What follows belongs to an exercise in optimizing a design on an open flow for small area and a short achievable clock period; a production flow would make more cautious choices.

==> flow/design.v (excerpt) <==
module vtp_shim
(
    input  logic                           clk,
    input  logic                           reset,
    input  logic [52:0]                    afu_rd_req,
    input  logic [115:0]                   afu_wr_req,
    output logic                           afu_rd_almost_full,
    output logic                           afu_wr_almost_full,
    output logic [84:0]                    afu_rd_rsp,
    output logic [52:0]                    fiu_rd_req,
    output logic [115:0]                   fiu_wr_req,
    input  logic                           fiu_rd_almost_full,
    input  logic                           fiu_wr_almost_full,
    input  logic [84:0]                    fiu_rd_rsp,
    input  logic                           load_en,
    input  logic [2:0]                     load_idx,
    input  logic [53:0]                    load_entry,
    output logic                           fault,
    output logic [31:0]                    fault_vaddr
);
For scale: roughly 39000 µm² of cells after synthesis.
export LEC_CHECK = 0
export CAP_MARGIN = 20
export CORE_MARGIN = 2
export CORE_UTILIZATION = 55
export SETUP_SLACK_MARGIN = 2.2
export SLEW_MARGIN = 20
create_clock -name core_clock -period 4.5 [get_ports {clk}]
standard.sh (not shown) runs the stock make flow with config.mk's settings and CLKGATE_MAP_FILE= SYNTH_SCRIPT=/design/flow/synth_recipe.tcl, a recipe that flattens the netlist after the stock synthesis.
==> flow/flow/run.sh <==
#!/bin/bash
# Standard ORFS layout, with plain buffers on the ports (stronger ones on inputs with a
# large fanout), footprint-free resizing and a clock tree of smaller buffers without
# dummy loads.
set -euo pipefail
HERE=$(pwd)
export DONT_BUFFER_PORTS=1
export PRE_GLOBAL_PLACE_TCL=$HERE/flow/ports.tcl
export CTS_ARGS="-sink_clustering_enable -repair_clock_nets -dont_use_dummy_load -root_buf sky130_fd_sc_hd__clkbuf_16 -buf_list sky130_fd_sc_hd__clkbuf_8 -sink_clustering_size 16 -sink_clustering_max_diameter 50"
sed 's/CLKGATE_MAP_FILE= /CLKGATE_MAP_FILE= MATCH_CELL_FOOTPRINT=0 /' standard.sh > run_standard.sh
bash run_standard.sh > flow.log 2>&1
==> flow/flow/ports.tcl <==
# Port buffering for global_place.tcl, run as its PRE hook. It does what the script
# would do (remove synthesis buffers, then buffer every input and output port), but
# with plain buffers, and a stronger buffer on inputs that fan out to several cells.
# The script's own remove_buffers call then has nothing left to do and is skipped so
# that it cannot take the port buffers out again.
if {$::env(GPL_TIMING_DRIVEN)} {
  remove_buffers
}
buffer_ports -inputs -buffer_cell sky130_fd_sc_hd__buf_1
buffer_ports -outputs -buffer_cell sky130_fd_sc_hd__buf_1
set strong [[ord::get_db] findMaster sky130_fd_sc_hd__buf_4]
set n 0
foreach inst [[ord::get_db_block] getInsts] {
  if {[[$inst getMaster] getName] ne "sky130_fd_sc_hd__buf_1"} { continue }
  if {![string match "input*" [$inst getName]]} { continue }
  set out [[$inst findITerm X] getNet]
  if {$out eq "NULL"} { continue }
  if {[llength [$out getITerms]] >= 5} {
    $inst swapMaster $strong
    incr n
  }
}
puts "ports.tcl: $n input buffers made sky130_fd_sc_hd__buf_4"
rename remove_buffers {}
proc remove_buffers {args} {}
Change:
--- a/flow/design.v
+++ b/flow/design.v
@@ -79,40 +79,48 @@
                          (ent_big[i] || (ent_vpage[i][8:0] == afu_wr_req[14:6]))));
         end
         for (int i = 0; i < ENTRIES; i++)
         begin
             rd_sel_d[i] = rd_pre[i];
             wr_sel_d[i] = wr_pre[i];
-            for (int k = 0; k < i; k++)
+            for (int k = (i / 4) * 4; k < i; k++)
             begin
                 if (rd_pre[k]) rd_sel_d[i] = 1'b0;
                 if (wr_pre[k]) wr_sel_d[i] = 1'b0;
             end
         end
     end
     logic [52:0]        rd_s1;
     logic [115:0]       wr_s1;
-    logic [ENTRIES-1:0] rd_sel;
-    logic [ENTRIES-1:0] wr_sel;
+    logic [ENTRIES-1:0] rd_gsel;
+    logic [ENTRIES-1:0] wr_gsel;
+    logic               rd_any_lo;
+    logic               wr_any_lo;
     logic               rd_hit;
     logic               wr_hit;
     always_ff @(posedge clk)
     begin
         rd_s1      <= afu_rd_req;
         wr_s1      <= afu_wr_req;
         rd_s1[52]  <= reset && afu_rd_req[52];
         wr_s1[115] <= reset && afu_wr_req[115];
-        rd_sel     <= rd_sel_d;
-        wr_sel     <= wr_sel_d;
+        rd_gsel    <= rd_sel_d;
+        wr_gsel    <= wr_sel_d;
+        rd_any_lo  <= |rd_pre[3:0];
+        wr_any_lo  <= |wr_pre[3:0];
         rd_hit     <= |rd_pre;
         wr_hit     <= |wr_pre;
     end
     logic [PB-1:0] rd_pp;
     logic [PB-1:0] wr_pp;
     logic          rd_small;
     logic          wr_small;
+    logic [ENTRIES-1:0] rd_sel;
+    logic [ENTRIES-1:0] wr_sel;
+    assign rd_sel = {rd_gsel[7:4] & {4{!rd_any_lo}}, rd_gsel[3:0]};
+    assign wr_sel = {wr_gsel[7:4] & {4{!wr_any_lo}}, wr_gsel[3:0]};
     always_comb
     begin
         rd_pp    = '0;
         wr_pp    = '0;
         rd_small = 1'b0;
         wr_small = 1'b0;
What happened: Wire length stays flat; synthesized area barely changes; final cell count is higher by about 1%; first-iteration DRC count is higher by 14%; via count is about the same; maximum frequency barely changes.
Function was not checked in any run of this note: the RTL went through the layout flow alone.

[what the ideal ports hide]
In the flow no input, the clock included, has a driving cell. The finished layouts below were timed again as built, in two steps.
Step 1 (the two cells are an assumption about what drives the block):
set clk [get_ports {clk}]
set_driving_cell -lib_cell sky130_fd_sc_hd__clkbuf_16 $clk
set_driving_cell -lib_cell sky130_fd_sc_hd__buf_2 [delete_from_list [all_inputs] $clk]
Step 2, shift: input delay + t, output delay - t, t = (earliest + latest rising clock arrival at the registers) / 2. This alone moves slack from input paths to output paths.
Three values: no drivers, after step 1, after step 2; two values: the first two.
| run | t, ns | setup slack, ns | worst setup path at the end | latest minus earliest clock arrival (ns) | pins driven straight from the clock port |
|---|---|---|---|---|---|
| the first run | 0.673 | 2.142 / 2.163 / 1.502 | input to register | 0.072 / 0.072 | 1 |
| the second run | 0.664 | 2.146 / 2.161 / 1.514 | input to register | 0.085 / 0.086 | 1 |
After both steps setup and hold are still met in every run listed. The setup slack of the first run, which loses most, moves by +0.021 ns with the drivers and by -0.640 ns with both steps.
